This is an optimization exercise on Yosys and OpenROAD, whose aim is small area, a short achievable clock period and few clock cycles per item, not a production implementation.
At most, simulation tests tie the RTL to the original design; equivalence was not proved.
The RTL of run 1 was laid out without a check of its function.
Power figures rest on the tool's default switching activity, not on a simulated workload.

==> flow/design.v <==
package bap_pkg;
   localparam logic [7:0] NameLimitReset = 8'd30;
   localparam int QueueDepth = 2;
   typedef enum logic [1:0] {PH_LEN, PH_TYPE, PH_DATA, PH_STOP} phase_type;
   localparam logic [4:0] K_FLAGS = 5'd0, K_UUID16 = 5'd1, K_UUID32 = 5'd2,
      K_U128LO = 5'd3, K_U128HI = 5'd4, K_SNAME = 5'd5, K_NAME = 5'd6,
      K_TXPWR = 5'd7, K_CLASS = 5'd8, K_DEVID = 5'd9, K_APPEAR = 5'd10,
      K_COMPANY = 5'd11, K_MANUF = 5'd12, K_HASH = 5'd13, K_RAND = 5'd14,
      K_UNKNOWN = 5'd15, K_BLKEND = 5'd16;
   localparam logic [3:0] C_NONE = 4'd0, C_FLAGS = 4'd1, C_TXPWR = 4'd2, C_UUID16 = 4'd3,
      C_UUID32 = 4'd4, C_U128 = 4'd5, C_SNAME = 4'd6, C_NAME = 4'd7, C_CLASS = 4'd8,
      C_HASH = 4'd9, C_RAND = 4'd10, C_DEVID = 4'd11, C_APPEAR = 4'd12, C_MANUF = 4'd13;
   typedef struct packed {
      logic       rec_valid;
      logic [3:0] kind;
      logic       half;
      logic [7:0] lo;
      logic [3:0] mask;      
      logic       end_valid;
      logic [1:0] end_status;
      logic [6:0] num;
   } entry_type;
   localparam int EntryBits = 28;
   function automatic logic type_is_known(input logic [7:0] t);
      type_is_known = (t >= 8'h01 && t <= 8'h0A) || (t >= 8'h0D && t <= 8'h10) ||
             (t >= 8'h14 && t <= 8'h19) || (t >= 8'h1F && t <= 8'h21) ||
             (t == 8'hFF);
   endfunction
   function automatic logic [3:0] type_class(input logic [7:0] t);
      case (t)
         8'h01: type_class = C_FLAGS;
         8'h0A: type_class = C_TXPWR;
         8'h02, 8'h03: type_class = C_UUID16;
         8'h04, 8'h05: type_class = C_UUID32;
         8'h06, 8'h07: type_class = C_U128;
         8'h08: type_class = C_SNAME;
         8'h09: type_class = C_NAME;
         8'h0D: type_class = C_CLASS;
         8'h0E: type_class = C_HASH;
         8'h0F: type_class = C_RAND;
         8'h10: type_class = C_DEVID;
         8'h19: type_class = C_APPEAR;
         8'hFF: type_class = C_MANUF;
         default: type_class = C_NONE;
      endcase
   endfunction
endpackage
module bap_front (
   input  logic               clock,
   input  logic               reset,
   input  logic               req_valid,
   output logic               req_stall,
   input  logic [16:0]        req_data,
   output logic               csr_ready,
   input  logic [7:0]         name_limit,
   output logic               rsp_valid,
   input  logic               rsp_stall,
   output logic [78:0]        rsp_data
);
   logic full, pop, wide_pend, wide_take, pop_ok, wide_ok, push, wide_push, h_recend;
   bap_pkg::entry_type ent;
   logic [63:0] acc;
   logic       in_v, in_first, in_lz, in_l1, in_bz, in_dneg, in_known, in_pre, in_nm;
   logic [7:0] in_b, in_lm1, in_d;
   logic [3:0] in_cls;
   bap_pkg::phase_type phase_ff;
   logic [7:0] offs_ff, rem_ff, pos_ff;
   logic [6:0] cnt_ff;
   logic [1:0] stat_ff;
   logic [3:0] cls_ff;
   logic nz_ff, drec_ff, nmn_ff;
   logic go, accept, wstall, name_ok;
   function automatic logic [2:0] lane_of(input logic [3:0] c, input logic [7:0] ps);
      if (c == bap_pkg::C_UUID16) lane_of = {2'b00, ps[0]};
      else if (c == bap_pkg::C_UUID32) lane_of = {1'b0, ps[1:0]};
      else lane_of = ps[2:0];
   endfunction
   function automatic logic keep_of(input logic [3:0] c, input logic [7:0] ps);
      case (c)
         bap_pkg::C_UUID16, bap_pkg::C_UUID32, bap_pkg::C_U128: keep_of = 1'b1;
         bap_pkg::C_CLASS, bap_pkg::C_HASH, bap_pkg::C_RAND, bap_pkg::C_DEVID:
            keep_of = (ps[7:4] == 4'd0);
         bap_pkg::C_APPEAR, bap_pkg::C_MANUF: keep_of = (ps[7:1] == 7'd0);
         default: keep_of = 1'b0;
      endcase
   endfunction
   logic [2:0] lane;
   logic kw;
   assign lane = lane_of(cls_ff, pos_ff);
   assign kw = keep_of(cls_ff, pos_ff);
   logic wblock, st_reg, st_if;
   assign wblock = wide_pend && !in_first && nz_ff;
   assign wstall = wblock && !wide_take;
   assign go = in_v && !wstall && (!full || pop);
   assign st_reg = in_v && (wblock || (full && h_recend));
   assign st_if = in_v && full;
   bap_stall u_stall (.st_reg(st_reg), .st_if(st_if), .rsp_stall(rsp_stall),
                      .req_stall(req_stall));
   assign accept = req_valid && !req_stall;
   assign csr_ready = !in_v;
   assign name_ok = (pos_ff < name_limit);
   logic [8:0] dfull;
   assign dfull = {1'b0, req_data[8:1]} - 9'd1 - {1'b0, req_data[16:9]};
   always_ff @(posedge clock) begin
      if (reset) in_v <= 1'b0;
      else if (accept) in_v <= 1'b1;
      else if (go) in_v <= 1'b0;
   end
   always_ff @(posedge clock) begin
      if (accept) begin
         in_first <= req_data[0];
         in_b <= req_data[16:9];
         in_lm1 <= req_data[8:1] - 8'd1;
         in_lz <= (req_data[8:1] == 8'd0);
         in_l1 <= (req_data[8:1] == 8'd1);
         in_bz <= (req_data[16:9] == 8'd0);
         in_d <= dfull[7:0];
         in_dneg <= dfull[8];
         in_known <= bap_pkg::type_is_known(req_data[16:9]);
         in_cls <= bap_pkg::type_class(req_data[16:9]);
         in_pre <= !in_v;
         in_nm <= name_ok;
      end
   end
   bap_pkg::phase_type ph;
   logic [7:0] rem, ps;
   logic [6:0] cn, cm1;
   logic [1:0] st;
   logic [3:0] cls;
   logic       act, endb, nm, stop2, is_name, rec, wide, half, drec_n, nmn_n, nz_n;
   logic [3:0] kind, mask;
   always_comb begin
      act = !in_lz && (in_first || offs_ff <= in_lm1);
      endb = !in_lz && (in_first ? in_l1 : (offs_ff == in_lm1));
      stop2 = in_dneg || (!in_first && offs_ff > in_d);
      nm = in_pre ? in_nm : nmn_ff;
      is_name = (cls_ff == bap_pkg::C_SNAME) || (cls_ff == bap_pkg::C_NAME);
      ph = in_first ? bap_pkg::PH_LEN : phase_ff;
      cn = in_first ? 7'd0 : cnt_ff;
      cm1 = cnt_ff - 7'd1;
      rem = rem_ff;
      ps = pos_ff;
      st = stat_ff;
      cls = cls_ff;
      rec = 1'b0;
      kind = 4'(bap_pkg::K_UNKNOWN);
      wide = 1'b0;
      half = 1'b0;
      drec_n = 1'b0;
      nmn_n = 1'b0;
      nz_n = 1'b0;
      case (ph)
         bap_pkg::PH_LEN: begin
            if (in_bz) begin
               ph = bap_pkg::PH_STOP; st = 2'd1;
            end else if (stop2) begin
               ph = bap_pkg::PH_STOP; st = 2'd2;
            end else begin
               cn = cn + 7'd1;
               rem = in_b; ph = bap_pkg::PH_TYPE;
            end
         end
         bap_pkg::PH_TYPE: begin
            ps = 8'd0;
            rem = rem_ff - 8'd1;
            cls = in_cls;
            if ((in_cls == bap_pkg::C_HASH || in_cls == bap_pkg::C_RAND) && rem_ff < 8'd17)
               cls = bap_pkg::C_NONE;
            rec = !in_known;
            ph = (rem_ff != 8'd1) ? bap_pkg::PH_DATA : bap_pkg::PH_LEN;
            drec_n = (in_cls == bap_pkg::C_FLAGS) || (in_cls == bap_pkg::C_TXPWR);
            nmn_n = (name_limit != 8'd0);
         end
         bap_pkg::PH_DATA: begin
            rec = drec_ff || (is_name && nm);
            case (cls_ff)
               bap_pkg::C_FLAGS: kind = 4'(bap_pkg::K_FLAGS);
               bap_pkg::C_TXPWR: kind = 4'(bap_pkg::K_TXPWR);
               bap_pkg::C_UUID16: begin kind = 4'(bap_pkg::K_UUID16); wide = 1'b1; end
               bap_pkg::C_UUID32: begin kind = 4'(bap_pkg::K_UUID32); wide = 1'b1; end
               bap_pkg::C_U128: begin
                  kind = pos_ff[3] ? 4'(bap_pkg::K_U128HI) : 4'(bap_pkg::K_U128LO);
                  wide = 1'b1;
               end
               bap_pkg::C_SNAME: kind = 4'(bap_pkg::K_SNAME);
               bap_pkg::C_NAME: kind = 4'(bap_pkg::K_NAME);
               bap_pkg::C_CLASS: begin kind = 4'(bap_pkg::K_CLASS); wide = 1'b1; end
               bap_pkg::C_HASH: begin kind = 4'(bap_pkg::K_HASH); wide = 1'b1; half = pos_ff[3]; end
               bap_pkg::C_RAND: begin kind = 4'(bap_pkg::K_RAND); wide = 1'b1; half = pos_ff[3]; end
               bap_pkg::C_DEVID: begin kind = 4'(bap_pkg::K_DEVID); wide = 1'b1; end
               bap_pkg::C_APPEAR: begin kind = 4'(bap_pkg::K_APPEAR); wide = 1'b1; end
               bap_pkg::C_MANUF: begin
                  wide = (pos_ff[7:1] == 7'd0);
                  kind = wide ? 4'(bap_pkg::K_COMPANY) : 4'(bap_pkg::K_MANUF);
               end
               default: ;
            endcase
            case (cls_ff)
               bap_pkg::C_UUID16: drec_n = !pos_ff[0];
               bap_pkg::C_UUID32: drec_n = (pos_ff[1:0] == 2'd2);
               bap_pkg::C_U128: drec_n = (pos_ff[2:0] == 3'd6) && (pos_ff[3] || rem_ff >= 8'd10);
               bap_pkg::C_CLASS: drec_n = (pos_ff == 8'd1);
               bap_pkg::C_HASH, bap_pkg::C_RAND: drec_n = (pos_ff == 8'd6) || (pos_ff == 8'd14);
               bap_pkg::C_DEVID: drec_n = (pos_ff == 8'd6);
               bap_pkg::C_APPEAR: drec_n = (pos_ff == 8'd0);
               bap_pkg::C_MANUF: drec_n = 1'b1;
               default: drec_n = 1'b0;
            endcase
            case (cls_ff)
               bap_pkg::C_UUID16: nz_n = !pos_ff[0];
               bap_pkg::C_UUID32: nz_n = (pos_ff[1:0] != 2'd3);
               bap_pkg::C_U128: nz_n = (pos_ff[2:0] != 3'd7);
               bap_pkg::C_CLASS, bap_pkg::C_HASH, bap_pkg::C_RAND, bap_pkg::C_DEVID:
                  nz_n = (pos_ff < 8'd15) && (pos_ff[2:0] != 3'd7);
               bap_pkg::C_APPEAR, bap_pkg::C_MANUF: nz_n = (pos_ff == 8'd0);
               default: nz_n = 1'b0;
            endcase
            if (rem_ff == 8'd1) nz_n = 1'b0;
            ps = pos_ff + 8'd1;
            nmn_n = (ps < name_limit);
            rem = rem_ff - 8'd1;
            if (rem_ff == 8'd1) ph = bap_pkg::PH_LEN;
         end
         default: ;
      endcase
      mask[0] = rec && wide;
      mask[1] = rec && wide && (cls_ff == bap_pkg::C_UUID32 || cls_ff == bap_pkg::C_U128 ||
                        cls_ff == bap_pkg::C_CLASS || cls_ff == bap_pkg::C_HASH ||
                        cls_ff == bap_pkg::C_RAND || cls_ff == bap_pkg::C_DEVID);
      mask[2] = rec && wide && (cls_ff == bap_pkg::C_UUID32 || cls_ff == bap_pkg::C_U128 ||
                        cls_ff == bap_pkg::C_HASH || cls_ff == bap_pkg::C_RAND ||
                        cls_ff == bap_pkg::C_DEVID);
      mask[3] = rec && wide && (cls_ff == bap_pkg::C_U128 || cls_ff == bap_pkg::C_HASH ||
                        cls_ff == bap_pkg::C_RAND || cls_ff == bap_pkg::C_DEVID);
      ent.rec_valid = rec;
      ent.kind = kind;
      ent.half = half;
      ent.lo = wide ? acc[7:0] : in_b;
      ent.mask = mask;
      ent.end_valid = endb;
      ent.end_status = (ph == bap_pkg::PH_STOP) ? st :
                       ((ph == bap_pkg::PH_LEN) ? 2'd0 : 2'd2);
      ent.num = rec ? cm1 : cn;
   end
   assign push = go && ((act && rec) || endb);
   assign wide_push = go && act && rec && wide;
   always_ff @(posedge clock) begin
      if (reset) begin
         phase_ff <= bap_pkg::PH_LEN; offs_ff <= '0; cnt_ff <= '0; nz_ff <= 1'b0;
      end else if (go) begin
         if (act) begin
            phase_ff <= ph; offs_ff <= (in_first ? 8'd0 : offs_ff) + 8'd1; cnt_ff <= cn;
            nz_ff <= nz_n;
         end else if (in_first) begin
            phase_ff <= bap_pkg::PH_LEN; offs_ff <= '0; cnt_ff <= '0; nz_ff <= 1'b0;
         end
      end
   end
   always_ff @(posedge clock) begin
      if (go && act) begin
         rem_ff <= rem; pos_ff <= ps; stat_ff <= st; cls_ff <= cls;
         drec_ff <= drec_n; nmn_ff <= nmn_n;
      end
   end
   logic in_data;
   assign in_data = !in_first && (phase_ff == bap_pkg::PH_DATA);
   for (genvar k = 0; k < 8; k++) begin : g_acc
      always_ff @(posedge clock) begin
         if (go && in_data && kw && lane == 3'(k)) acc[8*k +: 8] <= in_b;
      end
   end
   localparam int D = bap_pkg::QueueDepth;
   logic [D-1:0][bap_pkg::EntryBits-1:0] q_ff;
   logic [D-1:0] occ_ff;            
   logic take, hrec;
   bap_pkg::entry_type h, h_next;
   logic [63:0] val;
   assign h = q_ff[0];
   assign full = occ_ff[D-1];
   assign rsp_valid = occ_ff[0];
   assign hrec = h.rec_valid;
   assign h_recend = h.rec_valid && h.end_valid;
   assign pop_ok = occ_ff[0] && !h_recend;
   assign wide_ok = occ_ff[0] && h.mask[0];
   assign take = occ_ff[0] && !rsp_stall;
   assign pop = pop_ok && !rsp_stall;
   assign wide_take = wide_ok && !rsp_stall;
   always_comb begin
      h_next = h;
      h_next.rec_valid = 1'b0;
      h_next.mask = '0;
      h_next.num = h.num + 7'd1;
   end
   always_comb begin
      val[7:0] = hrec ? h.lo : {1'b0, h.num};
      val[15:8] = acc[15:8] & {8{h.mask[0]}};
      val[23:16] = acc[23:16] & {8{h.mask[1]}};
      val[31:24] = acc[31:24] & {8{h.mask[2]}};
      val[63:32] = acc[63:32] & {32{h.mask[3]}};
      rsp_data = {!hrec, hrec ? h.kind : 4'd0, val, hrec && h.half, hrec ? h.num : 7'd0,
                  hrec ? 2'd0 : h.end_status};
   end
   always_ff @(posedge clock) begin
      if (reset) begin
         occ_ff <= '0; wide_pend <= 1'b0;
      end else begin
         if (push && !pop) occ_ff <= {occ_ff[D-2:0], 1'b1};
         else if (pop && !push) occ_ff <= {1'b0, occ_ff[D-1:1]};
         wide_pend <= wide_push || (wide_pend && !wide_take);
      end
   end
   logic [D-1:0] wr_here;
   always_comb begin
      for (int i = 0; i < D; i++) begin
         if (pop) wr_here[i] = (i + 1 < D) ? occ_ff[i] && !occ_ff[(i + 1) % D] : occ_ff[i];
         else wr_here[i] = (i == 0) ? !occ_ff[0] : occ_ff[(i + D - 1) % D] && !occ_ff[i];
      end
   end
   always_ff @(posedge clock) begin
      for (int i = 0; i < D; i++) begin
         if (wr_here[i]) q_ff[i] <= ent;
         else if (pop) begin
            if (i + 1 < D) q_ff[i] <= q_ff[(i + 1) % D];
         end else if (i == 0 && take) q_ff[0] <= h_next;
      end
   end
endmodule
module bap_stall (
   input  logic st_reg,
   input  logic st_if,
   input  logic rsp_stall,
   output logic req_stall
);
   assign req_stall = st_reg || (rsp_stall && st_if);
endmodule
module ble_ad_structure_parser (
   input  logic             clock,
   input  logic             reset,
   input  logic             req_valid,
   output logic             req_stall,
   input  logic [16:0]      req_data,    
   output logic             rsp_valid,
   input  logic             rsp_stall,
   output logic [78:0]      rsp_data,    
   input  logic             csr_valid,
   output logic             csr_ready,
   input  logic [7:0]       csr_data
);
   logic [7:0] limit_ff;
   always_ff @(posedge clock) begin
      if (reset) limit_ff <= bap_pkg::NameLimitReset;
      else if (csr_valid && csr_ready) limit_ff <= csr_data;
   end
   bap_front u_front (.clock(clock), .reset(reset), .req_valid(req_valid),
                      .req_stall(req_stall), .req_data(req_data), .csr_ready(csr_ready),
                      .name_limit(limit_ff), .rsp_valid(rsp_valid), .rsp_stall(rsp_stall),
                      .rsp_data(rsp_data));
endmodule
==> flow/flow/run.sh <==
#!/bin/bash
# Standard layout, with the port buffers inserted before placement made of
# sky130_fd_sc_hd__buf_2 cells instead of the buffer buffer_ports picks by default.
set -euo pipefail
export BUFFER_PORTS_ARGS="-buffer_cell sky130_fd_sc_hd__buf_2"
bash standard.sh > standard_flow.log 2>&1
==> flow/standard.sh <==
#!/bin/bash
# synth_recipe.tcl (not shown) runs the flow's synth.tcl, then flattens the netlist and writes it again
# the make line also repeats each setting of config.mk as NAME=value (left out here)
make -C /OpenROAD-flow-scripts/flow DESIGN_CONFIG=/design/flow/config.mk WORK_HOME=/design/flow/orfs CLKGATE_MAP_FILE= SYNTH_SCRIPT=/design/flow/synth_recipe.tcl "${@:-finish}"
==> flow/config.mk <==
export PLATFORM = sky130hd
export DESIGN_NAME = ble_ad_structure_parser
export DESIGN_NICKNAME = ble_ad_structure_parser
export VERILOG_FILES = /design/flow/design.v
export SDC_FILE = /design/flow/constraint.sdc
export NUM_CORES = 4
export LEC_CHECK = 0
export CAP_MARGIN = 20
export CORE_MARGIN = 2
export CORE_UTILIZATION = 40
export CTS_BUF_LIST = sky130_fd_sc_hd__clkbuf_4 sky130_fd_sc_hd__clkbuf_8
export SETUP_SLACK_MARGIN = 2.8
export SLEW_MARGIN = 20
export SYNTH_HIERARCHICAL = 1
export SYNTH_MINIMUM_KEEP_SIZE = 0
==> flow/constraint.sdc <==
create_clock -name core_clock -period 5.5 [get_ports {clock}]
set_input_delay 1.1000 -clock core_clock [delete_from_list [all_inputs] [get_ports {clock}]]
set_output_delay 1.1000 -clock core_clock [all_outputs]
set_load 0.01 [all_outputs]
==> flow_summary.toml, run 1 <==
[synthesis]
ys_seq_elements = 210
async_flop_share_pct = 0
synth-edff-count = 180
synth_top_flop_cell = "edfxtp_1"
mappedNetlistNets = 1124
synth_cell_types = 81
yosys_warnings = 8
synthCells = 1035
synth-compound-area-share_pct = 14.5
muxShareOfSynthArea_pct = 2.29
synthAdderAreaFrac_pct = 6.52
yosysTopAreaCell = "edfxtp_1"
synth_top_area_share_pct = 47.3
synth.avg_cell_area_sq_um = 11.0
synth_xor_xnor_area_share_pct = 2.68
synth_simple_gate_area_share_pct = 17.0
synth_top_family_by_area = "simple AND/OR/NAND/NOR gates"
syn_area_sq_um = 11400
yosysSeqAreaShare_pct = 52.5
synth_area_leaders = "edfxtp_1 47%, ha_1 6.3%, dfxtp_1 5.3%, and2_1 4.5%, inv_1 2.1%"

[floorplanning]
die_w_um = 173
initial_core_util_pct = 40.9
fp.dieH_um = 173
core_area_sq_um = 27900
rows = 61
dieArea_sq_um = 30000
num_io_pins = 112

[layout]
instances_no_fill = 1583
fin_area_sq_um = 13700
nNetsFinal = 1268
final_common_cell = "edfxtp_1"
final_cell_mix = "180 x edfxtp_1, 111 x buf_2, 82 x and2_1, 61 x inv_1, 54 x nor2_1"
area_growth_pct = 20.1
drive_gt1_share_pct = 25.6

[timing]
fin_hold_ws_ns = 0.462
layout_min_cycle_time_ns = 2.78
fmax_mhz = 359
layout_setup_ws_ns = 2.72
rsz0062_at_grt = "true"
finalHoldViolations = 0
slew_viol_final = 0
worstMarginPinSlew_ns = 0.870
finalSetupViolCount = 0
relSlewSlack_pct = 41.2
skew_ns = 0.0389
tns_ns = 0
period_share_pct = 50.6

[global_route]
antenna_found_initial = 0
grt_pass1_wl_mm = 44.7
grt-busiest-layer = "met2"
grt_max_degree = 38
gr-usage-met2_pct = 29.4
use_met3_pct = 3.19
grt_pass1_vias = 8160
grt.overflow.total = 0
grt_use_met1_pct = 25.9
grt_usage_pct = 18.4

[critical_path]
r2r_setup_slack_ns = 2.73
required_ns = 4.40
worst_setup_path_start_kind = "flip-flop"
slowest_delay_ns = 0.43
slowest_stage = "edfxtp_1"
cp_cell_sequence = "buf_12 -> nand3b_1 -> a21oi_2 -> a21o_1 -> buf_2"
path_delay_family = "flip-flops"
reg2reg_from = "u_front.pos_ff[5]"
path_buf_inv = 2
cp.arrival_ns = 1.68
worstReg2RegEnd = "u_front.acc[44]"
cp-end-kind = "output port"
cp-startpoint = "u_front.in_first"
critical_path_class = "flip-flop to output port"
rr_worst_depth = 7
crit_path_max_fanout = 4

[hold_path]
min_to = "limit_ff[4]"
holdPathStages = 1
worstHoldStart = "limit_ff[4]"
hp-class = "flip-flop to flip-flop"

[placed_design]
dp.cells = 1478
pre_cts_ws_ns = 2.04
dpl_cell_area_sq_um = 12300
routabilityCongestion = 0.842
place_hpwl_mm = 19.1
port_buffers = 111

[power_and_ir_drop]
peakVddDrop_uv = 134
leakage_nw = 5.45
power_density_nw_per_um2 = 264

[clocking]
cts.sinks = 210
htree_num_levels = 2
cts_buffers = 37
clkTransAtPathRegs_ns = 0.06
clock_path_buffers = 3
root_buffer = "clkbuf_8"
tritoncts = "yes"
insertion_delay_ns = 0.56

[status]
status = "finished clean"

[detailed_routing]
dr.first_iter.drc_count = 748
wl_mm = 28.2
drcViolationCount = 0
ant_nets = 0
vias = 8575
via_per_inst = 5.42
detail_route.wl_per_cell_um = 17.8
first_pass_iters = 5

[run]
drv_cap = 0
==> report_power, final <==
group          leakage [nW]  internal (W)  switching (W)  total (W)
combinational          3.10      0.000146       0.000200   0.000346
clock                 0.388      0.000799       0.000638    0.00144
sequential             1.96       0.00179      0.0000503    0.00184
total                  5.45       0.00274       0.000888    0.00363
==> repair_timing <==
item                       in CTS  in global routing
gates cloned                    1                  1
resized for setup              45                 36
pin swaps                       3                 13
hold buffers                    0                  0
setup endpoints to repair     215                146
buffers inserted               26                 11
==> state kept, by name, summed over array words and instances (netlist names), 7 cells and up <==
| name | cells |
|---|---|
| u_front.in_b | 8 |
| u_front.q_ff | 56 |
| u_front.cnt_ff | 7 |
| u_front.in_d | 8 |
| limit_ff | 8 |
| u_front.acc | 64 |
| u_front.rem_ff | 8 |
| u_front.offs_ff | 8 |
| u_front.pos_ff | 8 |
| u_front.in_lm1 | 8 |
==> area by class of cell <==
class,instances,area (sq um)
fill,2572,14200
antenna,1,2.50
clock buffer,47,584
inverter,67,272
multi-input combinational,708,5260
clock inverter,17,148
sequential,210,6010
tap,378,473
timing repair buffer,155,992
==> Yosys stat by module (local to each module, per instance) <==
| module | cell area, sq um | flip-flops and latches | cells | copies in the design |
|---|---|---|---|---|
| ble_ad_structure_parser | 333 | 8 | 32 | 1 |
| bap_stall | 7.51 | 0 | 1 | 1 |
| bap_front | 11100 | 202 | 1002 | 1 |
==> metrics by stage <==
step,power [W],utilization [%]
2_1_floorplan,0.00208,-
3_3_place_gp,0.00218,44.1
3_5_place_dp,0.00218,44.1
4_1_cts,0.00365,48.3
5_1_grt,0.00377,49.2
6_report,0.00363,49.2
==> kinds of logic after synthesis <==
kind of cell    Yosys count
simple gates            360
compound gates          229
flops                   210
buf+inv                 118
fa+ha+maj                59
xor+xnor                 35
mux                      24
==> routing by layer <==
layer / part of all wire, % / up-vias
li1: - / 4160
met1: 47 / 4155
met2: 47 / 236
met3: 5.0 / 24
met4: 1.2 / 0
met5: 0 / -
==> worst reg2reg max path: cells and delay by family (launching register included) <==
kind | cells | cell delay [ns]
and+or+nand+nor | 4 | 1.27
buffers and inverters | 1 | 0.15
AOI/OAI and AO/OA | 2 | 0.53
DFF | 1 | 0.51
==> worst max-delay path by stage <==
stage / end / slack, ns / depth (start not counted)
global route: u_front.acc[47] / 2.59 / 7
CTS: req_stall / 2.69 / 5
floorplan: u_front.in_d[7] / 2.74 / 9
global placement: u_front.q_ff[2] / 2.16 / 8
finish: req_stall / 2.72 / 5
detailed placement: u_front.q_ff[2] / 2.04 / 8
==> cell usage after synthesis (5+ instances only) <==
cell       instances
ha_1              58
o211ai_1           8
edfxtp_1         180
xor2_1            15
inv_1             65
o221ai_1           7
nand2_1           57
and3_1            15
nor2_1            63
nand4_1           11
a31oi_1           10
nor4b_1            6
o21a_1            10
nand3_1           42
a311o_1            5
mux2i_1            7
nor3b_1            5
a21oi_1           43
o21ai_0           38
mux2_2            17
a2111oi_0          6
clkbuf_1          38
nor3_1            22
nor4_1             9
a22o_1            20
a211oi_1           5
xnor2_1           20
dfxtp_1           30
nand2b_1          10
a21o_1            10
nor2b_1           16
and2_1            83
==> inputs of run 2 (changes only) <==
--- a/flow/design.v
+++ b/flow/design.v
@@ -45,4 +45,26 @@
       endcase
    endfunction
+   function automatic logic lt8(input logic [7:0] a, input logic [7:0] b);
+      logic r;
+      r = 1'b0;
+      for (int i = 0; i < 8; i++) r = (!a[i] && b[i]) || (!(a[i] ^ b[i]) && r);
+      lt8 = r;
+   endfunction
+   function automatic logic [7:0] inc8(input logic [7:0] a);
+      logic c;
+      c = 1'b1;
+      for (int i = 0; i < 8; i++) begin
+         inc8[i] = a[i] ^ c;
+         c = c && a[i];
+      end
+   endfunction
+   function automatic logic [7:0] dec8(input logic [7:0] a);
+      logic c;
+      c = 1'b1;
+      for (int i = 0; i < 8; i++) begin
+         dec8[i] = a[i] ^ c;
+         c = c && !a[i];
+      end
+   endfunction
 endpackage
 module bap_front (
@@ -99,5 +121,5 @@
    assign accept = req_valid && !req_stall;
    assign csr_ready = !in_v;
-   assign name_ok = (pos_ff < name_limit);
+   assign name_ok = bap_pkg::lt8(pos_ff, name_limit);
    logic [8:0] dfull;
    assign dfull = {1'b0, req_data[8:1]} - 9'd1 - {1'b0, req_data[16:9]};
@@ -111,5 +133,5 @@
          in_first <= req_data[0];
          in_b <= req_data[16:9];
-         in_lm1 <= req_data[8:1] - 8'd1;
+         in_lm1 <= bap_pkg::dec8(req_data[8:1]);
          in_lz <= (req_data[8:1] == 8'd0);
          in_l1 <= (req_data[8:1] == 8'd1);
@@ -131,12 +153,12 @@
    logic [3:0] kind, mask;
    always_comb begin
-      act = !in_lz && (in_first || offs_ff <= in_lm1);
+      act = !in_lz && (in_first || !bap_pkg::lt8(in_lm1, offs_ff));
       endb = !in_lz && (in_first ? in_l1 : (offs_ff == in_lm1));
-      stop2 = in_dneg || (!in_first && offs_ff > in_d);
+      stop2 = in_dneg || (!in_first && bap_pkg::lt8(in_d, offs_ff));
       nm = in_pre ? in_nm : nmn_ff;
       is_name = (cls_ff == bap_pkg::C_SNAME) || (cls_ff == bap_pkg::C_NAME);
       ph = in_first ? bap_pkg::PH_LEN : phase_ff;
       cn = in_first ? 7'd0 : cnt_ff;
-      cm1 = cnt_ff - 7'd1;
+      cm1 = 7'(bap_pkg::dec8({1'b0, cnt_ff}));
       rem = rem_ff;
       ps = pos_ff;
@@ -157,5 +179,5 @@
                ph = bap_pkg::PH_STOP; st = 2'd2;
             end else begin
-               cn = cn + 7'd1;
+               cn = 7'(bap_pkg::inc8({1'b0, cn}));
                rem = in_b; ph = bap_pkg::PH_TYPE;
             end
@@ -163,7 +185,7 @@
          bap_pkg::PH_TYPE: begin
             ps = 8'd0;
-            rem = rem_ff - 8'd1;
+            rem = bap_pkg::dec8(rem_ff);
             cls = in_cls;
-            if ((in_cls == bap_pkg::C_HASH || in_cls == bap_pkg::C_RAND) && rem_ff < 8'd17)
+            if ((in_cls == bap_pkg::C_HASH || in_cls == bap_pkg::C_RAND) && (rem_ff[7:5] == 3'd0) && (!rem_ff[4] || rem_ff[3:0] == 4'd0))
                cls = bap_pkg::C_NONE;
             rec = !in_known;
@@ -199,5 +221,5 @@
                bap_pkg::C_UUID16: drec_n = !pos_ff[0];
                bap_pkg::C_UUID32: drec_n = (pos_ff[1:0] == 2'd2);
-               bap_pkg::C_U128: drec_n = (pos_ff[2:0] == 3'd6) && (pos_ff[3] || rem_ff >= 8'd10);
+               bap_pkg::C_U128: drec_n = (pos_ff[2:0] == 3'd6) && (pos_ff[3] || rem_ff[7:4] != 4'd0 || (rem_ff[3] && rem_ff[2:1] != 2'd0));
                bap_pkg::C_CLASS: drec_n = (pos_ff == 8'd1);
                bap_pkg::C_HASH, bap_pkg::C_RAND: drec_n = (pos_ff == 8'd6) || (pos_ff == 8'd14);
@@ -212,12 +234,12 @@
                bap_pkg::C_U128: nz_n = (pos_ff[2:0] != 3'd7);
                bap_pkg::C_CLASS, bap_pkg::C_HASH, bap_pkg::C_RAND, bap_pkg::C_DEVID:
-                  nz_n = (pos_ff < 8'd15) && (pos_ff[2:0] != 3'd7);
+                  nz_n = (pos_ff[7:4] == 4'd0) && (pos_ff[3:0] != 4'd15) && (pos_ff[2:0] != 3'd7);
                bap_pkg::C_APPEAR, bap_pkg::C_MANUF: nz_n = (pos_ff == 8'd0);
                default: nz_n = 1'b0;
             endcase
             if (rem_ff == 8'd1) nz_n = 1'b0;
-            ps = pos_ff + 8'd1;
-            nmn_n = (ps < name_limit);
-            rem = rem_ff - 8'd1;
+            ps = bap_pkg::inc8(pos_ff);
+            nmn_n = bap_pkg::lt8(ps, name_limit);
+            rem = bap_pkg::dec8(rem_ff);
             if (rem_ff == 8'd1) ph = bap_pkg::PH_LEN;
          end
@@ -250,5 +272,5 @@
       end else if (go) begin
          if (act) begin
-            phase_ff <= ph; offs_ff <= (in_first ? 8'd0 : offs_ff) + 8'd1; cnt_ff <= cn;
+            phase_ff <= ph; offs_ff <= in_first ? 8'd1 : bap_pkg::inc8(offs_ff); cnt_ff <= cn;
             nz_ff <= nz_n;
          end else if (in_first) begin
@@ -290,5 +312,5 @@
       h_next.rec_valid = 1'b0;
       h_next.mask = '0;
-      h_next.num = h.num + 7'd1;
+      h_next.num = 7'(bap_pkg::inc8({1'b0, h.num}));
    end
    always_comb begin
==> flow_summary.toml, run 2 <==
[status]
status = "finished clean"

[placed_design]
place_hpwl_mm = 18.2
port_buffers = 111
pre_cts_ws_ns = 1.92
routabilityCongestion = 0.867
dpl_cell_area_sq_um = 12100

[synthesis]
synth_cell_types = 76
synth_top_flop_cell = "edfxtp_1"
yosys_warnings = 8
syn_area_sq_um = 11200
synthCells = 980
synth_most_common_cell = "edfxtp_1"
synth_top_area_share_pct = 48.4
async_flop_share_pct = 0
yosysSeqAreaShare_pct = 53.8
synth-edff-count = 180
synth.avg_cell_area_sq_um = 11.4
yosysTopAreaCell = "edfxtp_1"
synth_area_leaders = "edfxtp_1 48%, ha_1 9.6%, dfxtp_1 5.4%, and2_1 4.6%, inv_1 2.7%"
mappedNetlistNets = 1097
ys_seq_elements = 210
yosys-top-cells-count = "180 x edfxtp_1, 86 x ha_1, 82 x and2_1"

[global_route]
grt_pass1_wl_mm = 42.1
grt.overflow.total = 0
antenna_found_initial = 0
grt_usage_pct = 18.4
grt_pass1_vias = 7735
grt_max_degree = 38

[floorplanning]
fp.dieH_um = 171
dieArea_sq_um = 29300
core_area_sq_um = 27600
die_w_um = 171
num_io_pins = 112
rows = 61
initial_core_util_pct = 40.4

[timing]
period_share_pct = 50.9
finalSetupViolCount = 0
slew_viol_final = 0
finalHoldViolations = 0
fmax_mhz = 357
layout_setup_ws_ns = 2.70
tns_ns = 0
skew_ns = 0.0147
layout_min_cycle_time_ns = 2.80
rsz0062_at_grt = "true"
relSlewSlack_pct = 52.0
worstMarginPinSlew_ns = 0.712

[power_and_ir_drop]
leakage_nw = 5.71
finalPower_w = 0.00355
peakVddDrop_uv = 128
power_density_nw_per_um2 = 261

[clocking]
root_buffer = "clkbuf_8"
clock_path_buffers = 3
cts_hold_buf = 0
cts.sinks = 210
htree_num_levels = 2
cts_buffers = 36
tritoncts = "yes"
clkTransAtPathRegs_ns = 0.06
insertion_delay_ns = 0.53

[critical_path]
cp-startpoint = "u_front.in_first"
required_ns = 4.40
r2r_setup_slack_ns = 2.79
rr_worst_depth = 5
crit_path_max_fanout = 3
worstReg2RegEnd = "u_front.acc[54]"
reg2reg_from = "u_front.cls_ff[1]"
critical_path_class = "flip-flop to output port"
cp-end-kind = "output port"
cp.arrival_ns = 1.70
worst_setup_path_start_kind = "flip-flop"

[layout]
top_regs = "u_front.acc x64, u_front.q_ff x56"
final_cell_mix = "180 x edfxtp_1, 109 x buf_2, 80 x and2_1, 75 x ha_1, 72 x inv_1"
nNetsFinal = 1254
drive_gt1_share_pct = 26.9
area_growth_pct = 21.5
max_flop_register = "u_front.acc"
fin_area_sq_um = 13600
fillerInstances = 2544
final_common_cell = "edfxtp_1"
seq_area_sq_um = 6010
antenna_cells = 0
largest_reg_flops = 64
multi_input_area_sq_um = 5000

[detailed_routing]
dr.first_iter.drc_count = 575
first_pass_iters = 7
vias = 7931
drcViolationCount = 0
ant_nets = 0
wl_mm = 26.7
via_per_inst = 5.14
detail_route.wl_per_cell_um = 17.3

[hold_path]
worstHoldStart = "u_front.in_cls[2]"
hp-class = "flip-flop to flip-flop"
holdPathStages = 0
min_to = "u_front.cls_ff[2]"

[run]
drv_cap = 0
## run 2: cell families (layout without fill, tap and decap cells)
kind of cell,after synthesis,after routing,share of synthesized area [%]
adders and majority gates,87,87,9.81
DFF,210,210,53.8
buffers and inverters,126,309,4.51
and+or+nand+nor,308,309,14.7
xor gates and xnor gates,13,13,1.02
muxes,25,25,2.67
AOI/OAI and AO/OA,211,212,13.5
## run 2: worst max-delay path: stages, from the launching register on
cell and delay [ns]:
edfxtp_1 0.43, buf_12 0.16, nand3b_1 0.16, a21oi_1 0.13, a21o_1 0.15, buf_2 0.15
## run 2: routing by layer
metal / global-route usage, % / up-vias / routed length, um
met5: 0 / - / 0
met4: 5.20 / 0 / 531
met3: 3.22 / 42 / 1190
met2: 30.2 / 199 / 12500
met1: 25.0 / 3787 / 12400
li1: - / 3903 / -
## run 2: worst max-delay path by stage
stage | end | cells past startpoint
6_report | req_stall | 5
5_1_grt | u_front.acc[19] | 7
4_1_cts | req_stall | 5
3_5_place_dp | u_front.occ_ff[1] | 13
3_3_place_gp | u_front.occ_ff[0] | 13
2_1_floorplan | u_front.in_dneg | 10
## run 2: power by group
part           leakage (nW)  switching, W  internal, W
logic                  3.37      0.000170     0.000133
registers              1.95     0.0000448      0.00179
clock network         0.382      0.000618     0.000796
total                  5.71      0.000833      0.00271
## run 2: cell type report
type                       instances  area share, %
clock inverter                    12          0.608
multi-input combinational        646           36.8
clock buffer                      54           4.74
timing repair buffer             161           7.70
tap                              378           3.48
inverter                          82           2.38
sequential                       210           44.2
## run 2: metrics by stage
stage	hold slack (ns)	cells	util, %
finish	0.474	1543	49.1
global route	0.487	1543	49.1
CTS	0.478	1520	47.8
detailed placement	0.466	1431	43.9
global placement	0.482	1431	43.9
floorplan	0.442	980	-
## run 2: repair_timing
| action | CTS | global route |
|---|---|---|
| pin swaps | 8 | 14 |
| buffers inserted | 20 | 21 |
| cloned | 3 | 1 |
| endpoints found under the setup margin | 239 | 124 |
| resized for setup | 36 | 37 |
## run 2: per-module statistics from Yosys (local to each module, per instance)
| module | cells inside | cell area, sq um | times used | flops+latches |
|---|---|---|---|---|
| bap_front | 947 | 10800 | 1 | 202 |
| ble_ad_structure_parser | 32 | 333 | 1 | 8 |
| bap_stall | 1 | 7.51 | 1 | 0 |
Testbench counts of run 2, summed over its fixed seeds: cycles 94,479, bytes 91,371.
==> inputs of run 3 (changes only) <==
==> flow/flow/run.sh (replaced) <==
#!/bin/bash
# Standard layout, with the port buffers inserted before placement made of
# sky130_fd_sc_hd__buf_2 cells instead of the buffer buffer_ports picks by
# default, and without the adder-extraction step in synthesis (ABC maps the
# arithmetic as plain gates).
set -euo pipefail
export BUFFER_PORTS_ARGS="-buffer_cell sky130_fd_sc_hd__buf_2"
export ADDER_MAP_FILE=
bash standard.sh > standard_flow.log 2>&1
--- a/flow/config.mk
+++ b/flow/config.mk
@@ -10,5 +10,5 @@
 export CORE_UTILIZATION = 40
 export CTS_BUF_LIST = sky130_fd_sc_hd__clkbuf_4 sky130_fd_sc_hd__clkbuf_8
-export SETUP_SLACK_MARGIN = 2.8
+export SETUP_SLACK_MARGIN = 3.0
 export SLEW_MARGIN = 20
 export SYNTH_HIERARCHICAL = 1
==> flow_summary.toml, run 3 <==
[status]
status = "finished clean"

[critical_path]
required_ns = 4.40
cp.arrival_ns = 1.76
crit_path_max_fanout = 4
r2r_setup_slack_ns = 2.75
reg2reg_from = "u_front.phase_ff[1]"
cp-end-kind = "output port"
worst_setup_path_start_kind = "flip-flop"
critical_path_class = "flip-flop to output port"
worstReg2RegEnd = "u_front.q_ff[5]"
rr_worst_depth = 7

[run]
drv_cap = 0

[synthesis]
synth_top_area_share_pct = 49.1
mappedNetlistNets = 1058
synth.avg_cell_area_sq_um = 10.7
yosysTopAreaCell = "edfxtp_1"
async_flop_share_pct = 0
syn_area_sq_um = 11000
yosys_warnings = 8
ys_seq_elements = 210
synth-edff-count = 180
synth_most_common_cell = "edfxtp_1"
yosysSeqAreaShare_pct = 54.5
synth_top_flop_cell = "edfxtp_1"
yosys-top-cells-count = "180 x edfxtp_1, 81 x nand2_1, 75 x and2_1"
synthCells = 1028
synth_cell_types = 87
synth_area_leaders = "edfxtp_1 49%, dfxtp_1 5.5%, and2_1 4.3%, nand2_1 2.8%, nor2_1 2.5%"

[detailed_routing]
via_per_inst = 5.46
first_pass_iters = 5
detail_route.wl_per_cell_um = 18.2
ant_nets = 0
wl_mm = 28.1
drcViolationCount = 0
dr.first_iter.drc_count = 757
vias = 8419

[hold_path]
worstHoldStart = "u_front.wide_pend"
hp-class = "flip-flop to flip-flop"
holdPathStages = 2
min_to = "u_front.wide_pend"

[global_route]
grt_pass1_vias = 7807
grt_max_degree = 38
grt.overflow.total = 0
antenna_found_initial = 0
grt_usage_pct = 18.9
grt_pass1_wl_mm = 42.8

[clocking]
clkTransAtPathRegs_ns = 0.05
cts.sinks = 210
clock_path_buffers = 3
root_buffer = "clkbuf_8"
htree_num_levels = 2
insertion_delay_ns = 0.54
tritoncts = "yes"
cts_hold_buf = 0
cts_buffers = 37

[timing]
finalSetupViolCount = 0
skew_ns = 0.0193
relSlewSlack_pct = 31.3
fmax_mhz = 350
worstMarginPinSlew_ns = 1.03
period_share_pct = 51.9
tns_ns = 0
fin_hold_ws_ns = 0.477
finalHoldViolations = 0
rsz0062_at_grt = "true"
layout_min_cycle_time_ns = 2.86
slew_viol_final = 0

[power_and_ir_drop]
finalPower_w = 0.00365
leakage_nw = 5.04
peakVddDrop_uv = 122
power_density_nw_per_um2 = 269

[placed_design]
dpl_cell_area_sq_um = 12000
place_hpwl_mm = 18.2
routabilityCongestion = 0.880
port_buffers = 111

[layout]
top_regs = "u_front.acc x64, u_front.q_ff x56"
fillerInstances = 2432
largest_reg_flops = 64
area_growth_pct = 23.2
fin_area_sq_um = 13600
antenna_cells = 0
max_flop_register = "u_front.acc"
nNetsFinal = 1204
final_common_cell = "edfxtp_1"
drive_gt1_share_pct = 29.9
final_cell_mix = "180 x edfxtp_1, 79 x nand2_1, 78 x buf_2, 70 x nor2_1, 51 x a21oi_1"
final_util_pct = 50.2

[floorplanning]
dieArea_sq_um = 28900
initial_core_util_pct = 40.8
rows = 60
num_io_pins = 112
core_area_sq_um = 27000
fp.dieH_um = 170
die_w_um = 170
-- run 3: timing repair --
item | CTS | global route
endpoints found under the setup margin | 243 | 189
gates cloned | 1 | 2
setup buffers | 25 | 19
gates resized for setup | 22 | 104
pin swaps | 1 | 14
-- run 3: power by group --
part | total, W | internal (W) | switching [W]
Clock | 0.00144 | 0.000811 | 0.000633
Combinational | 0.000343 | 0.000148 | 0.000195
Sequential | 0.00187 | 0.00180 | 0.0000654
Total | 0.00365 | 0.00276 | 0.000894
-- run 3: Yosys stat by module, one instance, submodules excluded --
module                   cell area [sq um]  flip-flops and latches
bap_front                            10700                     202
bap_stall                             7.51                       0
ble_ad_structure_parser                333                       8
-- run 3: kinds of logic (layout without fill, tap and decap cells) --
family                   Yosys count  in the layout  synth area share, %
AND/OR/NAND/NOR                  406            406                 19.5
AO/OA/AOI/OAI                    249            249                 16.4
flip-flops                       210            210                 54.5
buffers and inverters             97            269                 3.71
XOR/XNOR                          35             35                 2.78
multiplexers                      22             22                 2.18
adder cells (fa/ha/maj)            9              9                0.897
-- run 3: stage by stage --
stage          cells  setup slack [ns]
6_report        1541              2.64
5_1_grt         1541              2.53
2_1_floorplan   1028              2.68
3_3_place_gp    1429              2.29
3_5_place_dp    1429              2.26
4_1_cts         1520              2.62
-- run 3: area by class of cell --
class                      instances  area (sq um)  share of cell area [%]
sequential                       210          6010                    44.3
multi-input combinational        721          4990                    36.8
timing repair buffer             164          1240                    9.14
clock buffer                      48           598                    4.41
tap                              341           427                    3.14
inverter                          40           158                    1.16
clock inverter                    17           143                    1.05
-- run 3: worst max path at each step --
stage | end | slack [ns] | from | cells past startpoint
2_1_floorplan | u_front.in_d[7] | 2.68 | req_data[9] | 8
3_3_place_gp | u_front.q_ff[0] | 2.29 | rsp_stall | 7
3_5_place_dp | u_front.q_ff[0] | 2.26 | rsp_stall | 7
4_1_cts | req_stall | 2.62 | u_front.in_first | 5
5_1_grt | req_stall | 2.53 | u_front.in_first | 5
6_report | req_stall | 2.64 | u_front.in_first | 5
-- run 3: routing by layer --
| layer | part of all wire (%) | wire, um | vias up | GRT usage, % |
|---|---|---|---|---|
| li1 | - | - | 4111 | - |
| met2 | 45 | 12800 | 251 | 29.4 |
| met5 | 0 | 0 | - | 0 |
| met3 | 5.1 | 1420 | 44 | 2.98 |
| met4 | 2.3 | 657 | 0 | 6.87 |
| met1 | 47 | 13200 | 4013 | 26.8 |
-- run 3: critical path, stage by stage, from the launching register on --
cell	delay, ns
edfxtp_1	0.45
buf_12	0.17
nand3b_1	0.18
a21oi_2	0.13
a21o_1	0.15
buf_2	0.15
==> inputs of run 4 (changes only) <==
--- a/flow/config.mk
+++ b/flow/config.mk
@@ -10,5 +10,5 @@
 export CORE_UTILIZATION = 40
 export CTS_BUF_LIST = sky130_fd_sc_hd__clkbuf_4 sky130_fd_sc_hd__clkbuf_8
-export SETUP_SLACK_MARGIN = 3.0
+export SETUP_SLACK_MARGIN = 2.6
 export SLEW_MARGIN = 20
 export SYNTH_HIERARCHICAL = 1
==> flow_summary.toml, run 4 <==
[clocking]
clkTransAtPathRegs_ns = 0.06
cts.sinks = 210
htree_num_levels = 2
cts_buffers = 36
tritoncts = "yes"
root_buffer = "clkbuf_8"
insertion_delay_ns = 0.54
cts_hold_buf = 0
clock_path_buffers = 3

[placed_design]
port_buffers = 111
place_hpwl_mm = 18.6
routabilityCongestion = 0.847

[detailed_routing]
drcViolationCount = 0
via_per_inst = 5.45
dr.first_iter.drc_count = 690
vias = 8203
ant_nets = 0
first_pass_iters = 5
detail_route.wl_per_cell_um = 18.0
wl_mm = 27.1

[timing]
relSlewSlack_pct = 29.3
worstMarginPinSlew_ns = 1.06
slew_viol_final = 0
rsz0062_at_grt = "false"
finalSetupViolCount = 0
layout_min_cycle_time_ns = 2.77
fmax_mhz = 360
skew_ns = 0.0257
period_share_pct = 50.4
finalHoldViolations = 0
tns_ns = 0

[synthesis]
ys_seq_elements = 210
synth_top_area_share_pct = 49.1
synth_xor_xnor_area_share_pct = 2.78
synth_simple_gate_area_share_pct = 19.5
synth-edff-count = 180
yosysTopAreaCell = "edfxtp_1"
muxShareOfSynthArea_pct = 2.18
synth_area_leaders = "edfxtp_1 49%, dfxtp_1 5.5%, and2_1 4.3%, nand2_1 2.8%, nor2_1 2.5%"
synth-compound-area-share_pct = 16.4
async_flop_share_pct = 0
synth_cell_types = 87
yosys-top-cells-count = "180 x edfxtp_1, 81 x nand2_1, 75 x and2_1"
synthAdderAreaFrac_pct = 0.897
syn_area_sq_um = 11000
synth.avg_cell_area_sq_um = 10.7
yosysSeqAreaShare_pct = 54.5
mappedNetlistNets = 1058
synth_top_flop_cell = "edfxtp_1"
synthCells = 1028
yosys_warnings = 8
synth_top_family_by_area = "simple AND/OR/NAND/NOR gates"
synth_most_common_cell = "edfxtp_1"

[power_and_ir_drop]
power_frac_seq_pct = 52.9
p_int_w = 0.00264
peakVddDrop_uv = 124
p_clk_share_pct = 38.6
leakage_nw = 4.71
power_frac_comb_pct = 8.5
power.switching_w = 0.000886
power_density_nw_per_um2 = 277
swShare_pct = 25.1

[layout]
drive_gt1_share_pct = 23.4
final_common_cell = "edfxtp_1"
final_cell_mix = "180 x edfxtp_1, 112 x buf_2, 81 x nand2_1, 73 x and2_1, 71 x nor2_1"
fillerInstances = 2583
top_regs = "u_front.acc x64, u_front.q_ff x56"
max_flop_register = "u_front.acc"
antenna_cells = 0
final_util_pct = 47.1
largest_reg_flops = 64
seq_area_sq_um = 6010
area_growth_pct = 15.5
nNetsFinal = 1169
multi_input_area_sq_um = 4750

[global_route]
grt_max_degree = 38
grt_pass1_wl_mm = 42.1
grt.overflow.total = 0
grt_usage_pct = 18.5
grt_pass1_vias = 7694
antenna_found_initial = 0

[floorplanning]
initial_core_util_pct = 40.8
rows = 60
fp.dieH_um = 170
dieArea_sq_um = 28900
core_area_sq_um = 27000
die_w_um = 170
num_io_pins = 112

[status]
status = "finished clean"

[critical_path]
cp-startpoint = "u_front.in_first"
required_ns = 4.40
worst_setup_path_start_kind = "flip-flop"
cp-end-kind = "output port"
reg2reg_from = "u_front.pos_ff[5]"
crit_end = "req_stall"
crit_path_max_fanout = 4
critical_path_class = "flip-flop to output port"
worstReg2RegEnd = "u_front.acc[47]"
r2r_setup_slack_ns = 2.75
rr_worst_depth = 7
cp.arrival_ns = 1.67

[run]
drv_cap = 0

[hold_path]
hp-class = "flip-flop to flip-flop"
[run 4: cell count changes in the layout (fill, tap and decap cells not counted), moves of 4 or more]
cell,change
clkinv_2,+6
buf_2,+34
and2_4,-35
buf_4,-25
clkbuf_4,-4
o21ai_0,+4
and2_1,+33
buf_6,-41
[run 4: worst max-delay path: stages (launching register included)]
cell	delay [ns]
edfxtp_1	0.38
buf_4	0.18
nand3b_1	0.16
a21oi_1	0.17
a21o_1	0.13
buf_2	0.14
[run 4: worst min-delay path by stage]
stage | start | endpoint | slack, ns | depth (start not counted)
floorplan | u_front.wide_pend | u_front.wide_pend | 0.43 | 2
global placement | u_front.wide_pend | u_front.wide_pend | 0.46 | 2
detailed placement | u_front.wide_pend | u_front.wide_pend | 0.45 | 2
CTS | u_front.wide_pend | u_front.wide_pend | 0.46 | 2
global route | u_front.wide_pend | u_front.wide_pend | 0.48 | 2
finish | u_front.wide_pend | u_front.wide_pend | 0.46 | 2
[run 4: cell families after synthesis]
family,after synthesis
multiplexers,22
flip-flops,210
AND/OR/NAND/NOR,406
adder cells (fa/ha/maj),9
XOR/XNOR,35
AO/OA/AOI/OAI,249
buffers and inverters,97
[run 4: power groups by stage]
| stage | Sequential, W | Combinational [W] | Clock [W] |
|---|---|---|---|
| after floorplan | 0.00186 | 0.000216 | 0 |
| after global placement | 0.00190 | 0.000281 | 0 |
| after detailed placement | 0.00190 | 0.000286 | 0 |
| after CTS | 0.00187 | 0.000296 | 0.00139 |
| after global routing | 0.00187 | 0.000334 | 0.00146 |
| final | 0.00187 | 0.000299 | 0.00136 |
[run 4: cell type report]
type,count,share of cell area [%]
clock buffer,43,4.31
clock inverter,21,1.05
inverter,40,1.24
multi-input combinational,722,37.4
sequential,210,47.2
tap,341,3.35
timing repair buffer,129,5.46
[run 4: what timing repair did]
item | CTS | global route
endpoints found under the setup margin | 142 | 128
pin swaps | 0 | 3
buffers inserted | 5 | 9
cloned | 0 | 1
gates resized for setup | 13 | 10
[run 4: per-module statistics from Yosys (local to each module, per instance)]
module	cells	flip-flops and latches
bap_front	995	202
ble_ad_structure_parser	32	8
bap_stall	1	0
[run 4: per-layer routing]
layer | track usage, % | up-vias | share of wire [%]
met5 | 0 | - | 0
met4 | 5.80 | 0 | 2.2
met3 | 2.95 | 50 | 5.0
met2 | 29.2 | 234 | 45
met1 | 26.3 | 3874 | 48
li1 | - | 4045 | -
[run 4: through the flow]
stage	cells	total power [W]	setup slack [ns]	hold WS, ns	area [sq um]
after floorplan	1028	0.00208	2.40	0.432	11100
after global placement	1427	0.00218	1.75	0.459	11800
after detailed placement	1427	0.00219	1.67	0.454	11800
after CTS	1496	0.00355	2.64	0.462	12600
after global routing	1506	0.00367	2.61	0.483	12700
final	1506	0.00352	2.73	0.463	12700
==> inputs of run 5 (changes only) <==
--- a/flow/config.mk
+++ b/flow/config.mk
@@ -10,5 +10,5 @@
 export CORE_UTILIZATION = 40
 export CTS_BUF_LIST = sky130_fd_sc_hd__clkbuf_4 sky130_fd_sc_hd__clkbuf_8
-export SETUP_SLACK_MARGIN = 2.6
+export SETUP_SLACK_MARGIN = 2.8
 export SLEW_MARGIN = 20
 export SYNTH_HIERARCHICAL = 1
==> flow_summary.toml, run 5 <==
[critical_path]
rr_worst_depth = 8
cp.arrival_ns = 1.65
slowest_delay_ns = 0.43
critical_path_class = "flip-flop to output port"
required_ns = 4.40
cp_cell_sequence = "buf_6 -> nand3b_1 -> a21oi_2 -> a21o_1 -> buf_2"
path_buf_inv = 2
slowest_stage = "edfxtp_1"
reg2reg_from = "u_front.in_first"
worst_setup_path_start_kind = "flip-flop"
cp-startpoint = "u_front.in_first"
path_delay_family = "flip-flops"
cp-end-kind = "output port"
cp.depth = 5
crit_path_max_fanout = 2

[layout]
top_regs = "u_front.acc x64, u_front.q_ff x56"
fin_area_sq_um = 12900
antenna_cells = 0
largest_reg_flops = 64
final_common_cell = "edfxtp_1"
nNetsFinal = 1184
drive_gt1_share_pct = 24.9
fillerInstances = 2532
seq_area_sq_um = 6010
final_cell_mix = "180 x edfxtp_1, 111 x buf_2, 80 x nand2_1, 74 x and2_1, 71 x nor2_1"
multi_input_area_sq_um = 4800
max_flop_register = "u_front.acc"
area_growth_pct = 17.0
final_util_pct = 47.7

[clocking]
tritoncts = "yes"
cts.sinks = 210
clock_path_buffers = 3
clkTransAtPathRegs_ns = 0.06
root_buffer = "clkbuf_8"
htree_num_levels = 2
insertion_delay_ns = 0.52
cts_buffers = 36
cts_hold_buf = 0

[detailed_routing]
wl_mm = 26.8
drcViolationCount = 0
ant_nets = 0
via_per_inst = 5.51
vias = 8365
dr.first_iter.drc_count = 702
first_pass_iters = 5
detail_route.wl_per_cell_um = 17.6

[floorplanning]
fp.dieH_um = 170
rows = 60
initial_core_util_pct = 40.8
core_area_sq_um = 27000
num_io_pins = 112
die_w_um = 170
dieArea_sq_um = 28900

[timing]
slew_viol_final = 0
layout_setup_ws_ns = 2.75
layout_min_cycle_time_ns = 2.75
skew_ns = 0.0181
tns_ns = 0
finalSetupViolCount = 0
relSlewSlack_pct = 32.2
worstMarginPinSlew_ns = 1.02
finalHoldViolations = 0
fmax_mhz = 364
rsz0062_at_grt = "true"
period_share_pct = 49.9
fin_hold_ws_ns = 0.456

[synthesis]
async_flop_share_pct = 0
yosysSeqAreaShare_pct = 54.5
synth_top_flop_cell = "edfxtp_1"
syn_area_sq_um = 11000
ys_seq_elements = 210
synth_most_common_cell = "edfxtp_1"
synth-edff-count = 180
synth_cell_types = 87
synth_area_leaders = "edfxtp_1 49%, dfxtp_1 5.5%, and2_1 4.3%, nand2_1 2.8%, nor2_1 2.5%"
yosysTopAreaCell = "edfxtp_1"
mappedNetlistNets = 1058
yosys-top-cells-count = "180 x edfxtp_1, 81 x nand2_1, 75 x and2_1"
synth.avg_cell_area_sq_um = 10.7
synthCells = 1028
yosys_warnings = 8
synth_top_area_share_pct = 49.1

[global_route]
grt_max_degree = 38
grt_pass1_vias = 7581
grt_usage_pct = 18.2
grt.overflow.total = 0
antenna_found_initial = 0
grt_pass1_wl_mm = 41.4

[status]
status = "finished clean"

[power_and_ir_drop]
leakage_nw = 4.79
power_frac_seq_pct = 53.1
swShare_pct = 24.1
p_int_w = 0.00266
p_clk_share_pct = 37.9
power.switching_w = 0.000846
power_frac_comb_pct = 9.0
peakVddDrop_uv = 121
power_density_nw_per_um2 = 272

[placed_design]
pre_cts_ws_ns = 2.40
place_hpwl_mm = 18.3
port_buffers = 111
dpl_cell_area_sq_um = 11900
routabilityCongestion = 0.857

[hold_path]
holdPathStages = 2
worstHoldStart = "u_front.wide_pend"
hp-class = "flip-flop to flip-flop"

[run]
drv_cap = 0
## run 5: cell counts after synthesis
Identical to the previous run, type by type.
## run 5: tightest hold or removal path: stages (launching register included)
cell and delay [ns]:
dfxtp_1 0.31, nand2_1 0.05, a21oi_1 0.05
## run 5: path summary, 6_finish.rpt
path	to	slack [ns]
worst max-delay path	req_stall	2.75
worst min-delay path	u_front.wide_pend	0.46
worst max register to register	u_front.q_ff[5]	2.88
worst min register to register	u_front.wide_pend	0.46
## run 5: logic make-up (layout without fill, tap and decap cells)
group | Yosys count | count (layout) | synth area share [%]
AO/OA/AOI/OAI | 249 | 249 | 16.4
XOR/XNOR | 35 | 35 | 2.78
adder cells (fa/ha/maj) | 9 | 9 | 0.897
buffers and inverters | 97 | 245 | 3.71
flip-flops | 210 | 210 | 54.5
multiplexers | 22 | 22 | 2.18
AND/OR/NAND/NOR | 406 | 406 | 19.5
## run 5: what timing repair did
item	CTS	global route
endpoints found under the setup margin	193	104
gates resized for setup	10	10
pin swaps	0	2
buffers inserted	12	15
## run 5: cell type report
cell class | count | area share [%]
Multi-Input combinational cell | 721 | 37.3
Clock buffer | 50 | 4.85
Tap cell | 341 | 3.31
Clock inverter | 10 | 0.369
Inverter | 40 | 1.22
Timing Repair Buffer | 145 | 6.35
Sequential cell | 210 | 46.6
## run 5: modules after synthesis (local to each module, per instance)
module | area (sq um) | times used | cells
bap_stall | 7.51 | 1 | 1
ble_ad_structure_parser | 333 | 1 | 32
bap_front | 10700 | 1 | 995
## run 5: through the flow
step | power, W | instances
global placement | 0.00219 | 1430
CTS | 0.00354 | 1502
global route | 0.00365 | 1517
finish | 0.00350 | 1517
detailed placement | 0.00219 | 1430
floorplan | 0.00208 | 1028
## run 5: power by group through the flow
stage                     combinational [W]  clock, W  sequential (W)
after detailed placement           0.000294         0         0.00190
after floorplan                    0.000221         0         0.00186
after global placement             0.000291         0         0.00190
after global routing               0.000349   0.00143         0.00187
after CTS                          0.000310   0.00137         0.00186
final                              0.000314   0.00133         0.00186
## run 5: layer usage
layer,global-route usage (%),vias to the layer above,part of all wire (%)
met5,0,-,0
met2,28.0,269,44
li1,-,4072,-
met1,25.7,3972,46
met4,6.54,0,2.7
met3,3.28,52,6.5
==> inputs of run 6 (changes only) <==
--- a/flow/config.mk
+++ b/flow/config.mk
@@ -9,5 +9,7 @@
 export CORE_MARGIN = 2
 export CORE_UTILIZATION = 40
-export CTS_BUF_LIST = sky130_fd_sc_hd__clkbuf_4 sky130_fd_sc_hd__clkbuf_8
+export CTS_BUF_LIST = sky130_fd_sc_hd__clkbuf_8 sky130_fd_sc_hd__clkbuf_16
+export CTS_CLUSTER_DIAMETER = 80
+export CTS_CLUSTER_SIZE = 20
 export SETUP_SLACK_MARGIN = 2.8
 export SLEW_MARGIN = 20
==> flow_summary.toml, run 6 <==
[clocking]
clkTransAtPathRegs_ns = 0.09
clock_path_buffers = 3
root_buffer = "clkbuf_16"
cts_buffers = 15
htree_num_levels = 1
tritoncts = "yes"
cts.sinks = 210
insertion_delay_ns = 0.49

[timing]
skew_ns = 0.0276
finalHoldViolations = 0
fin_hold_ws_ns = 0.460
tns_ns = 0
slew_viol_final = 0
finalSetupViolCount = 0
rsz0062_at_grt = "true"
layout_min_cycle_time_ns = 2.77
fmax_mhz = 361
worstMarginPinSlew_ns = 1.02
period_share_pct = 50.4
relSlewSlack_pct = 31.7

[detailed_routing]
dr.first_iter.drc_count = 657
drcViolationCount = 0
via_per_inst = 5.60
detail_route.wl_per_cell_um = 18.1
ant_nets = 0
wl_mm = 26.7
first_pass_iters = 5
vias = 8292

[layout]
final_common_cell = "edfxtp_1"
max_flop_register = "u_front.acc"
multi_input_area_sq_um = 4800
final_cell_mix = "180 x edfxtp_1, 112 x buf_2, 80 x nand2_1, 74 x and2_1, 70 x nor2_1"
drive_gt1_share_pct = 23.2
nNetsFinal = 1165
final_util_pct = 46.9
largest_reg_flops = 64
top_regs = "u_front.acc x64, u_front.q_ff x56"
seq_area_sq_um = 6010
area_growth_pct = 15.2
fillerInstances = 2539
antenna_cells = 0

[synthesis]
syn_area_sq_um = 11000
synth-edff-count = 180
yosys-top-cells-count = "180 x edfxtp_1, 81 x nand2_1, 75 x and2_1"
synth_cell_types = 87
mappedNetlistNets = 1058
synth.avg_cell_area_sq_um = 10.7
async_flop_share_pct = 0
synth_top_area_share_pct = 49.1
yosysSeqAreaShare_pct = 54.5
synth_area_leaders = "edfxtp_1 49%, dfxtp_1 5.5%, and2_1 4.3%, nand2_1 2.8%, nor2_1 2.5%"
ys_seq_elements = 210
yosys_warnings = 8
synth_top_flop_cell = "edfxtp_1"
yosysTopAreaCell = "edfxtp_1"
synth_most_common_cell = "edfxtp_1"
synthCells = 1028

[floorplanning]
initial_core_util_pct = 40.8
num_io_pins = 112
die_w_um = 170
dieArea_sq_um = 28900
rows = 60
core_area_sq_um = 27000
fp.dieH_um = 170

[hold_path]
hp-class = "flip-flop to flip-flop"

[critical_path]
worstReg2RegEnd = "u_front.acc[37]"
cp_cell_sequence = "buf_12 -> nand3b_1 -> a21oi_2 -> a21o_1 -> buf_2"
critical_path_class = "flip-flop to output port"
slowest_delay_ns = 0.47
cp-end-kind = "output port"
crit_end = "req_stall"
worst_setup_path_start_kind = "flip-flop"
required_ns = 4.40
rr_worst_depth = 7
reg2reg_from = "u_front.pos_ff[4]"
cp-startpoint = "u_front.in_first"
r2r_setup_slack_ns = 2.91
crit_path_max_fanout = 3
slowest_stage = "edfxtp_1"
cp.arrival_ns = 1.67

[power_and_ir_drop]
leakage_nw = 4.68
peakVddDrop_uv = 189
power_density_nw_per_um2 = 258

[run]
drv_cap = 0

[global_route]
grt_max_degree = 38
grt_pass1_wl_mm = 41.2
antenna_found_initial = 0
grt.overflow.total = 0
grt_usage_pct = 18.0
grt_pass1_vias = 7402

[placed_design]
port_buffers = 111
routabilityCongestion = 0.857
place_hpwl_mm = 18.3

[status]
status = "finished clean"
[run 6: cell types whose count changed in the layout (fill, tap and decap cells not counted), sizes merged]
cell      previous run  this run
inv                 38        42
clkinv               8         2
buf                145       147
clkbuf              50        15
bufinv               0         1
clkinvlp             4         2
[run 6: final cells by class]
cell class                      instances  share of cell area (%)
Clock buffer                           15                    2.96
Inverter                               40                    1.24
Tap cell                              341                    3.36
Sequential cell                       210                    47.4
Clock inverter                          7                   0.602
Timing Repair Buffer                  147                    6.62
Multi-Input combinational cell        721                    37.9
[run 6: modules after synthesis (local to each module, per instance)]
module                   cell area (sq um)  cells inside
bap_stall                             7.51             1
ble_ad_structure_parser                333            32
bap_front                            10700           995
[run 6: worst min path at each step]
stage	slack [ns]	endpoint	from	cells past startpoint
floorplan	0.43	u_front.wide_pend	u_front.wide_pend	2
global placement	0.45	u_front.wide_pend	u_front.wide_pend	2
detailed placement	0.45	u_front.wide_pend	u_front.wide_pend	2
CTS	0.47	u_front.wide_pend	u_front.wide_pend	2
global route	0.48	u_front.wide_pend	u_front.wide_pend	2
finish	0.46	u_front.wide_pend	u_front.wide_pend	2
[run 6: where the power goes]
group / internal, W / switching [W]
clock network: 0.000554 / 0.000547
registers: 0.00180 / 0.0000611
logic: 0.000129 / 0.000188
[run 6: metal layers]
metal  vias to the layer above  global-route usage [%]  share of wire (%)
li1                       4016                       -                  -
met1                      3964                    26.3                 47
met2                       273                    27.9                 44
met3                        39                    2.14                5.7
met4                         0                    5.69                2.8
met5                         -                       0                  0
[run 6: logic make-up (layout without fill, tap and decap cells)]
group           after synthesis  count (layout)  synth area share (%)
simple gates                406             406                  19.5
compound gates              249             249                  16.4
flops                       210             210                  54.5
buf+inv                      97             209                  3.71
xor+xnor                     35              35                  2.78
mux                          22              22                  2.18
fa+ha+maj                     9               9                 0.897
[run 6: what timing repair did]
action,in CTS,in global routing
pin swaps,0,2
hold buffers,0,0
setup buffers,11,18
setup endpoints to repair,223,100
gates resized for setup,8,16
[run 6: critical path, delay by kind of cell (launching register included)]
kind / cells / cell delay, ns
buf+inv: 2 / 0.29
flops: 1 / 0.47
simple gates: 1 / 0.18
compound gates: 2 / 0.25
[run 6: metrics by stage]
stage / std cells / instance area, sq um / total power [W] / setup slack [ns]
global route: 1481 / 12700 / 0.00340 / 2.65
global placement: 1430 / 11900 / 0.00219 / 2.46
floorplan: 1028 / 11200 / 0.00208 / 2.68
CTS: 1463 / 12500 / 0.00330 / 2.58
finish: 1481 / 12700 / 0.00328 / 2.73
detailed placement: 1430 / 11900 / 0.00219 / 2.40

==> static timing again, ports no longer ideal <==
In the flow no input, the clock included, has a driving cell. The finished layouts below were timed again as built, in two steps.
Step 1 sets driving cells, clkbuf_16 on the clock port and buf_2 on the other inputs (assumed; they add their load-dependent delay and slew).
Step 2 also shifts input and output timing later by t, the mid clock arrival at the registers, as if the neighbouring blocks saw the same clock.
Three values: ideal, step 1, step 2; two values: the first two.
| run | t, ns | setup WS [ns] | clock arrival spread, ns | worst data-port slew with drivers (ns) | cell pins on the clock port's net |
|---|---|---|---|---|---|
| run 1 | 0.577 | 2.717 / 2.677 / 2.366 | 0.039 / 0.039 | 0.04 | 1 |
| run 2 | 0.562 | 2.699 / 2.660 / 2.168 | 0.017 / 0.017 | 0.05 | 1 |
| run 3 | 0.569 | 2.644 / 2.603 / 2.513 | 0.025 / 0.024 | 0.04 | 1 |
| run 4 | 0.569 | 2.726 / 2.682 / 2.233 | 0.026 / 0.025 | 0.03 | 1 |
| run 5 | 0.549 | 2.755 / 2.714 / 2.422 | 0.018 / 0.018 | 0.04 | 1 |
| run 6 | 0.524 | 2.729 / 2.686 / 2.412 | 0.027 / 0.028 | 0.04 | 1 |
After both steps every run listed still meets setup and hold. For run 2, which loses most, drivers alone change the setup slack by -0.039 ns; drivers and shift together by -0.531 ns.
